From an optimization exercise on the open Yosys and OpenROAD flow, aimed at small area, a short achievable clock period and few clock cycles per item; shortcuts taken in it are not production practice.
The RTL was checked by simulation tests, not by an equivalence proof against the original design.

===== design.v =====
package cc_pkg;
    localparam int board_dim = 6;
    localparam int cell_count = board_dim * board_dim;
    localparam logic [2:0] red    = 3'd0;
    localparam logic [2:0] blue   = 3'd1;
    localparam logic [2:0] green  = 3'd2;
    localparam logic [2:0] yellow = 3'd3;
    localparam logic [2:0] orange = 3'd4;
    localparam logic [2:0] purple = 3'd5;
    localparam logic [2:0] empty  = 3'd7;
    localparam logic [1:0] up    = 2'd0;
    localparam logic [1:0] down  = 2'd1;
    localparam logic [1:0] left  = 2'd2;
    localparam logic [1:0] right = 2'd3;
    localparam logic [2:0] idle         = 3'd0;
    localparam logic [2:0] load_actions = 3'd1;
    localparam logic [2:0] scan         = 3'd2;
    localparam logic [2:0] clear        = 3'd3;
    localparam logic [2:0] next_action  = 3'd4;
    localparam logic [2:0] report       = 3'd5;
endpackage
`timescale 1ns/1ns
module line_match (
    input  logic [3*cc_pkg::board_dim-1:0] cells,
    output logic [cc_pkg::board_dim-3:0]   hits,
    output logic [cc_pkg::board_dim-1:0]   covered
);
    always_comb begin
        covered = '0;
        for (int w = 0; w < cc_pkg::board_dim - 2; w++) begin
            hits[w] = (cells[3*w +: 3] != cc_pkg::empty)
                   && (cells[3*w +: 3] == cells[3*(w+1) +: 3])
                   && (cells[3*(w+1) +: 3] == cells[3*(w+2) +: 3]);
            if (hits[w]) begin
                covered[w +: 3] = 3'b111;
            end
        end
    end
endmodule
`timescale 1ns/1ns
module board_store (
    input  logic                         clk,
    input  logic                         rst_n,
    input  logic                         color_valid,
    input  logic [2:0]                   color,
    input  logic                         swap_en,
    input  logic [5:0]                   swap_a,
    input  logic [5:0]                   swap_b,
    input  logic                         clear_en,
    input  logic [cc_pkg::cell_count-1:0] clear_mask,
    input  logic                         game_end,
    output logic [3*cc_pkg::cell_count-1:0] board
);
    logic [3*cc_pkg::cell_count-1:0] cells;
    logic [5:0]                      load_ptr;
    logic                            load_ok;
    assign load_ok = color_valid && (load_ptr < cc_pkg::cell_count);
    always_ff @(posedge clk or negedge rst_n) begin
        if (!rst_n) begin
            for (int k = 0; k < cc_pkg::cell_count; k++) begin
                cells[3*k +: 3] <= cc_pkg::red;
            end
            load_ptr <= '0;
        end else if (game_end) begin
            for (int k = 0; k < cc_pkg::cell_count; k++) begin
                cells[3*k +: 3] <= cc_pkg::red;
            end
            load_ptr <= '0;
        end else if (clear_en) begin
            for (int k = 0; k < cc_pkg::cell_count; k++) begin
                if (clear_mask[k]) begin
                    cells[3*k +: 3] <= cc_pkg::empty;
                end
            end
        end else if (swap_en) begin
            for (int k = 0; k < cc_pkg::cell_count; k++) begin
                if (6'(k) == swap_b) begin
                    cells[3*k +: 3] <= cells[3*swap_a +: 3];
                end else if (6'(k) == swap_a) begin
                    cells[3*k +: 3] <= cells[3*swap_b +: 3];
                end
            end
        end else if (load_ok) begin
            for (int k = 0; k < cc_pkg::cell_count; k++) begin
                if (6'(k) == load_ptr) begin
                    cells[3*k +: 3] <= color;
                end
            end
            load_ptr <= load_ptr + 6'd1;
        end
    end
    assign board = cells;
endmodule
`timescale 1ns/1ns
module action_queue #(
    parameter int max_actions = 10
) (
    input  logic       clk,
    input  logic       rst_n,
    input  logic       action_valid,
    input  logic [7:0] action,
    input  logic       pop,
    input  logic       game_end,
    output logic [7:0] head,
    output logic       action_left,
    output logic       started
);
    localparam int ptr_w = $clog2(max_actions + 1);
    logic [7:0]       entries [max_actions];
    logic [ptr_w-1:0] fill_ptr;
    logic [ptr_w-1:0] rd_ptr;
    logic             sealed;
    logic             append;
    assign append = action_valid && !sealed && (fill_ptr < max_actions);
    always_ff @(posedge clk) begin
        if (append) begin
            entries[fill_ptr] <= action;
        end
    end
    always_ff @(posedge clk or negedge rst_n) begin
        if (!rst_n) begin
            fill_ptr <= '0;
            rd_ptr   <= '0;
            started  <= 1'b0;
            sealed   <= 1'b0;
        end else if (game_end) begin
            fill_ptr <= '0;
            rd_ptr   <= '0;
            started  <= 1'b0;
            sealed   <= 1'b0;
        end else begin
            if (append) begin
                fill_ptr <= fill_ptr + 1'b1;
                started  <= 1'b1;
            end
            if (started && !action_valid) begin
                sealed <= 1'b1;
            end
            if (pop && action_left) begin
                rd_ptr <= rd_ptr + 1'b1;
            end
        end
    end
    assign action_left = rd_ptr < fill_ptr;
    assign head = action_left ? entries[rd_ptr] : '0;
endmodule
`timescale 1ns/1ns
module match_scan (
    input  logic                            clk,
    input  logic                            rst_n,
    input  logic [3*cc_pkg::cell_count-1:0] board,
    input  logic                            scan_start,
    input  logic                            game_end,
    output logic                            scan_done,
    output logic [cc_pkg::cell_count-1:0]   clear_mask,
    output logic [6:0]                      total
);
    localparam int dim = cc_pkg::board_dim;
    logic [3*dim-1:0]              row_cells;
    logic [3*dim-1:0]              col_cells;
    logic [dim-3:0]                row_hits;
    logic [dim-3:0]                col_hits;
    logic [dim-1:0]                row_cov;
    logic [dim-1:0]                col_cov;
    logic [cc_pkg::cell_count-1:0] line_mask;
    logic [2:0]                    line;
    logic                          busy;
    always_comb begin
        line_mask = '0;
        for (int j = 0; j < dim; j++) begin
            row_cells[3*j +: 3] = board[3*(int'(line) * dim + j) +: 3];
            col_cells[3*j +: 3] = board[3*(j * dim + int'(line)) +: 3];
            if (row_cov[j]) begin
                line_mask[int'(line) * dim + j] = 1'b1;
            end
            if (col_cov[j]) begin
                line_mask[j * dim + int'(line)] = 1'b1;
            end
        end
    end
    line_match row_match_inst (
        .cells   (row_cells),
        .hits    (row_hits),
        .covered (row_cov)
    );
    line_match col_match_inst (
        .cells   (col_cells),
        .hits    (col_hits),
        .covered (col_cov)
    );
    always_ff @(posedge clk or negedge rst_n) begin
        if (!rst_n) begin
            busy       <= 1'b0;
            line       <= '0;
            clear_mask <= '0;
            total      <= '0;
        end else if (game_end) begin
            busy       <= 1'b0;
            line       <= '0;
            clear_mask <= '0;
            total      <= '0;
        end else if (scan_start) begin
            busy       <= 1'b1;
            line       <= '0;
            clear_mask <= '0;
        end else if (busy) begin
            clear_mask <= clear_mask | line_mask;
            total <= total + 7'($countones(row_hits) + $countones(col_hits));
            if (scan_done) begin
                busy <= 1'b0;
                line <= '0;
            end else begin
                line <= line + 3'd1;
            end
        end
    end
    assign scan_done = busy && (line == 3'(dim - 1));
endmodule
`timescale 1ns/1ns
module cc_ctrl #(
    parameter int max_actions = 10
) (
    input  logic                            clk,
    input  logic                            rst_n,
    input  logic [3*cc_pkg::cell_count-1:0] board,
    input  logic                            started,
    input  logic                            action_left,
    input  logic [7:0]                      head,
    input  logic                            scan_done,
    input  logic [6:0]                      total,
    input  logic                            action_valid,
    output logic                            scan_start,
    output logic                            clear_en,
    output logic                            swap_en,
    output logic [5:0]                      swap_a,
    output logic [5:0]                      swap_b,
    output logic                            pop,
    output logic                            game_end,
    output logic                            out_valid,
    output logic [6:0]                      score
);
    localparam int cnt_w = $clog2(max_actions + 1);
    logic [2:0]       state;
    logic [2:0]       state_nxt;
    logic [cnt_w-1:0] act_cnt;
    logic [1:0]       head_dir;
    logic [2:0]       head_row;
    logic [2:0]       head_col;
    logic [2:0]       nb_row;
    logic [2:0]       nb_col;
    logic             src_ok;
    logic             nb_ok;
    logic             legal;
    assign head_dir = head[7:6];
    assign head_row = head[5:3];
    assign head_col = head[2:0];
    always_comb begin
        nb_row = head_row;
        nb_col = head_col;
        nb_ok  = 1'b0;
        case (head_dir)
            cc_pkg::up: begin
                nb_row = head_row - 3'd1;
                nb_ok  = head_row != 3'd0;
            end
            cc_pkg::down: begin
                nb_row = head_row + 3'd1;
                nb_ok  = head_row < cc_pkg::board_dim - 1;
            end
            cc_pkg::left: begin
                nb_col = head_col - 3'd1;
                nb_ok  = head_col != 3'd0;
            end
            cc_pkg::right: begin
                nb_col = head_col + 3'd1;
                nb_ok  = head_col < cc_pkg::board_dim - 1;
            end
        endcase
    end
    assign swap_a = {3'b000, head_row} * 6'd6 + {3'b000, head_col};
    assign swap_b = {3'b000, nb_row} * 6'd6 + {3'b000, nb_col};
    assign src_ok = (head_row < cc_pkg::board_dim) && (head_col < cc_pkg::board_dim);
    assign legal  = src_ok && nb_ok
                 && (board[3*swap_a +: 3] != cc_pkg::empty)
                 && (board[3*swap_b +: 3] != cc_pkg::empty);
    always_comb begin
        state_nxt  = state;
        scan_start = 1'b0;
        clear_en   = 1'b0;
        swap_en    = 1'b0;
        pop        = 1'b0;
        game_end   = 1'b0;
        case (state)
            cc_pkg::idle: begin
                if (action_valid) begin
                    state_nxt = cc_pkg::load_actions;
                end
            end
            cc_pkg::load_actions: begin
                if (started && !action_valid) begin
                    scan_start = 1'b1;
                    state_nxt  = cc_pkg::scan;
                end
            end
            cc_pkg::scan: begin
                if (scan_done) begin
                    state_nxt = cc_pkg::clear;
                end
            end
            cc_pkg::clear: begin
                clear_en  = 1'b1;
                state_nxt = cc_pkg::next_action;
            end
            cc_pkg::next_action: begin
                if (action_left && (act_cnt < max_actions)) begin
                    pop = 1'b1;
                    if (legal) begin
                        swap_en    = 1'b1;
                        scan_start = 1'b1;
                        state_nxt  = cc_pkg::scan;
                    end
                end else begin
                    state_nxt = cc_pkg::report;
                end
            end
            cc_pkg::report: begin
                game_end  = 1'b1;
                state_nxt = cc_pkg::idle;
            end
            default: begin
                state_nxt = cc_pkg::idle;
            end
        endcase
    end
    always_ff @(posedge clk or negedge rst_n) begin
        if (!rst_n) begin
            state   <= cc_pkg::idle;
            act_cnt <= '0;
        end else begin
            state <= state_nxt;
            if (game_end) begin
                act_cnt <= '0;
            end else if (pop) begin
                act_cnt <= act_cnt + 1'b1;
            end
        end
    end
    always_ff @(posedge clk or negedge rst_n) begin
        if (!rst_n) begin
            out_valid <= 1'b0;
            score     <= '0;
        end else begin
            out_valid <= state == cc_pkg::report;
            score     <= (state == cc_pkg::report) ? total : '0;
        end
    end
endmodule
`timescale 1ns/1ns
module cc_top #(
    parameter int max_actions = 10
) (
    input  logic            clk,
    input  logic            rst_n,
    input  logic            color_valid,
    input  logic [2:0]      color,
    input  logic            action_valid,
    input  logic [7:0]      action,
    output logic            out_valid,
    output logic [6:0]      score
);
    logic [107:0]        board;
    logic [35:0]         clear_mask;
    logic [6:0]          total;
    logic [7:0]          head;
    logic [5:0]          swap_a;
    logic [5:0]          swap_b;
    logic                scan_done;
    logic                action_left;
    logic                started;
    logic                scan_start;
    logic                clear_en;
    logic                swap_en;
    logic                pop;
    logic                game_end;
    board_store board_store_inst (
        .clk         (clk),
        .rst_n       (rst_n),
        .color_valid (color_valid),
        .color       (color),
        .swap_en     (swap_en),
        .swap_a      (swap_a),
        .swap_b      (swap_b),
        .clear_en    (clear_en),
        .clear_mask  (clear_mask),
        .game_end    (game_end),
        .board       (board)
    );
    action_queue #(
        .max_actions (max_actions)
    ) action_queue_inst (
        .clk          (clk),
        .rst_n        (rst_n),
        .action_valid (action_valid),
        .action       (action),
        .pop          (pop),
        .game_end     (game_end),
        .head         (head),
        .action_left  (action_left),
        .started      (started)
    );
    match_scan match_scan_inst (
        .clk        (clk),
        .rst_n      (rst_n),
        .board      (board),
        .scan_start (scan_start),
        .game_end   (game_end),
        .scan_done  (scan_done),
        .clear_mask (clear_mask),
        .total      (total)
    );
    cc_ctrl #(
        .max_actions (max_actions)
    ) cc_ctrl_inst (
        .clk          (clk),
        .rst_n        (rst_n),
        .board        (board),
        .started      (started),
        .action_left  (action_left),
        .head         (head),
        .scan_done    (scan_done),
        .total        (total),
        .action_valid (action_valid),
        .scan_start   (scan_start),
        .clear_en     (clear_en),
        .swap_en      (swap_en),
        .swap_a       (swap_a),
        .swap_b       (swap_b),
        .pop          (pop),
        .game_end     (game_end),
        .out_valid    (out_valid),
        .score        (score)
    );
endmodule

===== run.sh =====
#!/bin/bash
# synth_recipe.tcl (not shown) runs the flow's synth.tcl, then flattens the netlist and writes it again
# the make line also repeats each setting of config.mk as NAME=value (left out here)
make -C /OpenROAD-flow-scripts/flow DESIGN_CONFIG=/design/flow/config.mk WORK_HOME=/design/flow/orfs CLKGATE_MAP_FILE= SYNTH_SCRIPT=/design/flow/synth_recipe.tcl finish

===== constraint.sdc =====
create_clock -name core_clock -period 10.0 [get_ports {clk}]
set_input_delay 2.0000 -clock core_clock [delete_from_list [all_inputs] [get_ports {clk}]]
set_output_delay 2.0000 -clock core_clock [all_outputs]
set_load 0.01 [all_outputs]

===== config.mk =====
export PLATFORM = sky130hd
export DESIGN_NAME = cc_top
export DESIGN_NICKNAME = cc_top
export VERILOG_FILES = /design/flow/design.v
export SDC_FILE = /design/flow/constraint.sdc
export NUM_CORES = 4
export LEC_CHECK = 0
export CAP_MARGIN = 20
export CORE_MARGIN = 2
export CORE_UTILIZATION = 30
export SLEW_MARGIN = 20

==> notes.md <==
-- through the flow --
stage	hold WS, ns	instances
after floorplan	0.4539	3799
after global placement	0.4704	5025
after detailed placement	0.4735	5026
after CTS	0.4928	5081
after global routing	0.5039	5081
final	0.4859	5082
-- kinds of logic after synthesis --
family,count (synthesis),share of synthesized area
compound gates,1032,0.2079
xor+xnor,88,0.02449
fa+ha+maj,107,0.04378
buf+inv,493,0.06008
flops,266,0.2129
mux,686,0.2896
simple gates,1127,0.1613
-- placed cells by master, fill, tap and decap left out, types with 79 or more instances in the layout --
cell type / n
sky130_fd_sc_hd__a21oi_1: 186
sky130_fd_sc_hd__mux4_2: 199
sky130_fd_sc_hd__buf_4: 109
sky130_fd_sc_hd__dfrtp_1: 185
sky130_fd_sc_hd__nand3_1: 84
sky130_fd_sc_hd__nor3_1: 79
sky130_fd_sc_hd__edfxtp_1: 80
sky130_fd_sc_hd__mux2_2: 162
sky130_fd_sc_hd__ha_1: 90
sky130_fd_sc_hd__inv_1: 100
sky130_fd_sc_hd__nor2_1: 295
sky130_fd_sc_hd__o21ai_0: 273
sky130_fd_sc_hd__mux2i_1: 292
sky130_fd_sc_hd__nand2_1: 353
-- sequential cells by signal, indices dropped and copies added (netlist names) --
register,cells
board_store_inst.cells,108
action_queue_inst.fill_ptr,4
match_scan_inst.busy,1
action_queue_inst.sealed,1
match_scan_inst.clear_mask,36
action_queue_inst.entries,80
cc_ctrl_inst.state,3
action_queue_inst.rd_ptr,4
board_store_inst.load_ptr,6
action_queue_inst.started,1
cc_ctrl_inst.act_cnt,4
cc_ctrl_inst.score,7
match_scan_inst.total,7
match_scan_inst.line,3
cc_ctrl_inst.out_valid,1
-- per-layer routing --
metal | share of wire | global-route usage | vias up
met2 | 0.42 | 0.4048 | 2674
met4 | 0.069 | 0.1468 | 8
met1 | 0.37 | 0.3500 | 16640
met5 | 0.00034 | 0 | -
li1 | - | - | 13950
met3 | 0.13 | 0.07437 | 650
-- worst max-delay path: cells and delay by family, from the launching register on --
family	cells	cell delay [ns]
AO/OA/AOI/OAI	5	1.24
XOR/XNOR	4	1.95
adder cells (fa/ha/maj)	8	3.28
buffers and inverters	6	1.07
flip-flops	1	0.44
multiplexers	1	0.38
AND/OR/NAND/NOR	5	0.95
-- worst paths after layout --
path	startpoint	end	slack, ns
worst max-delay path	match_scan_inst.line[0]	match_scan_inst.total[6]	0.56
worst min-delay path	match_scan_inst.total[1]	match_scan_inst.total[1]	0.49
worst max register to register	match_scan_inst.line[0]	match_scan_inst.total[6]	0.56
worst min register to register	match_scan_inst.total[1]	match_scan_inst.total[1]	0.49
max in group asynchronous	rst_n	match_scan_inst.line[0]	7.24
min in group asynchronous	rst_n	board_store_inst.cells[7]	1.43
-- area by class of cell --
cell class / count / share of cell area
multi-input combinational: 3040 / 0.6772
sequential: 266 / 0.1977
tap: 1476 / 0.05172
timing repair buffer: 135 / 0.03139
clock buffer: 39 / 0.02313
inverter: 109 / 0.01149
clock inverter: 16 / 0.007253
antenna: 1 / 0.00007008
==> impl.org <==
** CTS
- Hold Buf Count CTS :: 0
- The number of setup buffers added after CTS is 0.
- The later pin in the worst-skew pair is clocked with a latency of 0.63 ns.
- TritonCTS built the clock tree.
- Number of instances resized during post-cts repair :: 0
- Clock Sinks :: 266
- In this run, CTS created clock tree buffers numbering 31.
- The clock passes through at most 3 buffers.
- Clk slew on worst S/H paths :: 0.07 ns
- Root buffer selected by CTS :: sky130_fd_sc_hd__clkbuf_16
- Number of levels the H-tree was split into :: 1

** Logic synthesis
- Synthesis inferred 266 register bits.
- Mean post-synth cell area :: 8.726 µm²
- Post-synthesis instance total :: 3799
- Commonest register cell after synthesis :: sky130_fd_sc_hd__dfrtp_1
- By area the synthesized netlist is led by sky130_fd_sc_hd__dfrtp_1 14%, sky130_fd_sc_hd__mux4_2 14%, sky130_fd_sc_hd__mux2i_1 8.8%, sky130_fd_sc_hd__edfxtp_1 7.2%, sky130_fd_sc_hd__mux2_2 5.5%.
- FFs w/ async S/R, synth :: 0.6992
- The number of nets in the synthesized netlist is 3921.
- Area share of the largest cell type after synthesis :: 0.1404
- The netlist uses 101 different library cells.
- Counting flops with a built-in enable in the synthesized netlist gives 80.
- Most common cell in the synthesized netlist :: sky130_fd_sc_hd__nand2_1
- Counting instances in the post-synthesis netlist gives the leading cell types as 354 x sky130_fd_sc_hd__nand2_1, 296 x sky130_fd_sc_hd__nor2_1, 292 x sky130_fd_sc_hd__mux2i_1, 274 x sky130_fd_sc_hd__o21ai_0, 265 x sky130_fd_sc_hd__clkbuf_1.
- The biggest area contributor in the post-synthesis netlist is sky130_fd_sc_hd__dfrtp_1.
- The cell area that synthesis handed to floorplanning was 33150 µm².
- For this run, the register share of the synthesized area comes to 0.2129.
- For this run, the number of Yosys warnings is 5.

** Timing
- Highest clock rate :: 105.9 MHz
- Setup slack of the critical path after layout :: 0.5550 ns
- For the pin with the worst max-slew slack, the measured transition is 1.206 ns.
- The final number of max-transition violations is 0.
- Setup repair after global routing left no endpoint under its margin.
- Dividing the final minimum period by the clock period gives 0.9445.
- Setup violations remaining at the end of the flow were counted as 0.
- In this run the tightest slew margin relative to its limit is 0.1891.
- Final Hold Violating Endpoints :: 0
- Worst setup skew after layout :: 0.03071 ns
- Post-route minimum period :: 9.445 ns
- Setup_tns :: 0 ns

** Global routing
- Vias in the first global route :: 31749
- For this run the aggregate overflow at the end of global routing stands at 0.
- Antenna violations before repair :: 8
- Largest net degree at the start of global routing :: 151
- The first global-routing pass estimated 227200 µm of wire.
- Total Routing Usage GR :: 0.2695

** Placed design
- Worst setup slack after placement :: 0.8605 ns
- During placement, the flow inserted port buffers numbering 22.
- Instance area after placement :: 34620 µm²
- Placer's final routability congestion estimate :: 1.054
- Estimated wirelength of the detail-placed design :: 113500 µm

** Critical path
- In this run the worst path has a maximum fanout of 12.
- Delay of the slowest critical-path stage :: 0.89 ns
- Endpoint type of the worst setup path :: flip-flop
- STA puts the critical path data arrival time at 9.95 ns.
- FF-to-FF path depth :: 29
- On the critical path, the stage with the largest delay is an instance of sky130_fd_sc_hd__xnor2_1.
- Startpoint Class :: flip-flop
- Critical setup path kind :: reg2reg
- STA puts the critical path data required time at 10.51 ns.
- The most numerous cell type found on the critical path is sky130_fd_sc_hd__fa_1.

** Floorplanning
- Initial cell density of the core :: 0.3033
- The floorplan step defined a core boundary enclosing 109300 µm².
- Top-level port count :: 23
- Die W :: 336.4 µm
- Height of the die :: 336.4 µm
- Row Count :: 121
- Overall die area :: 113200 µm²

** Job
- Count of maximum capacitance violations :: 0

** Final layout
- The multi-input combinational cells in the finished layout cover a total of 24180 µm².
- The sequential cells in the finished layout cover a total of 7061 µm².
- Number of filler cells placed in the layout :: 11396
- In the final layout, the share of cells above drive strength 1 is 0.1634.
- For this run, the share of the core covered by cells in the final layout is 0.3267.
- Post-route cell area :: 35710 µm²
- After the last flow step, the layout net total stands at 3705.
- Compared with the post-synthesis result, the final layout area differs by 7.714%.

** Route
- In this run the remaining antenna-violating nets after routing total 0.
- In the routed design, unresolved DRC markers number 0.
- Across all layers, the routed design uses 33922 vias.
- Per-cell via count in the routed design :: 6.675
- Final routed wire length divided by cell count :: 31.04 µm
- In this run, the number of DRC markers left after iteration 0 of detailed routing was 5375.
- Number of detailed-route iterations in the first pass :: 8
- Aggregate routed wire length :: 157800 µm

** Run status
- Result of the run :: no timing/DRC/antenna violations

** Min path
- Worst hold path stage count :: 1
- In this run the worst hold path is classified as reg2reg.
Testbench counts, summed over its fixed seeds: cycles 51,875, games 480.

-- afterwards: timing with drivers on the ports --
No port has a modelled driver above. Below, the same layout with a new extraction and two added sets of constraints. Step 1 sets driving cells, clkbuf_16 on the clock port and buf_2 on the other inputs (assumed; they add their load-dependent delay and slew). Step 2 moves the port delays by t, midway between the first and last clock arrival at a register: inputs arrive t later, outputs are due t later. That takes back most of the time a late clock gives input paths. a / b / c = no drivers / after step 1 / after step 2; a / b = the first two.
t (ns): 0.673
setup WS [ns]: 0.555 / 0.555 / 0.555
hold slack, ns: 0.486 / 0.486 / 0.486
worst slew at a driven data input, ns: 0.09
After both steps this run still meets setup and hold. For this run, drivers alone change the setup slack by 0.000 ns; drivers and shift together by 0.000 ns.
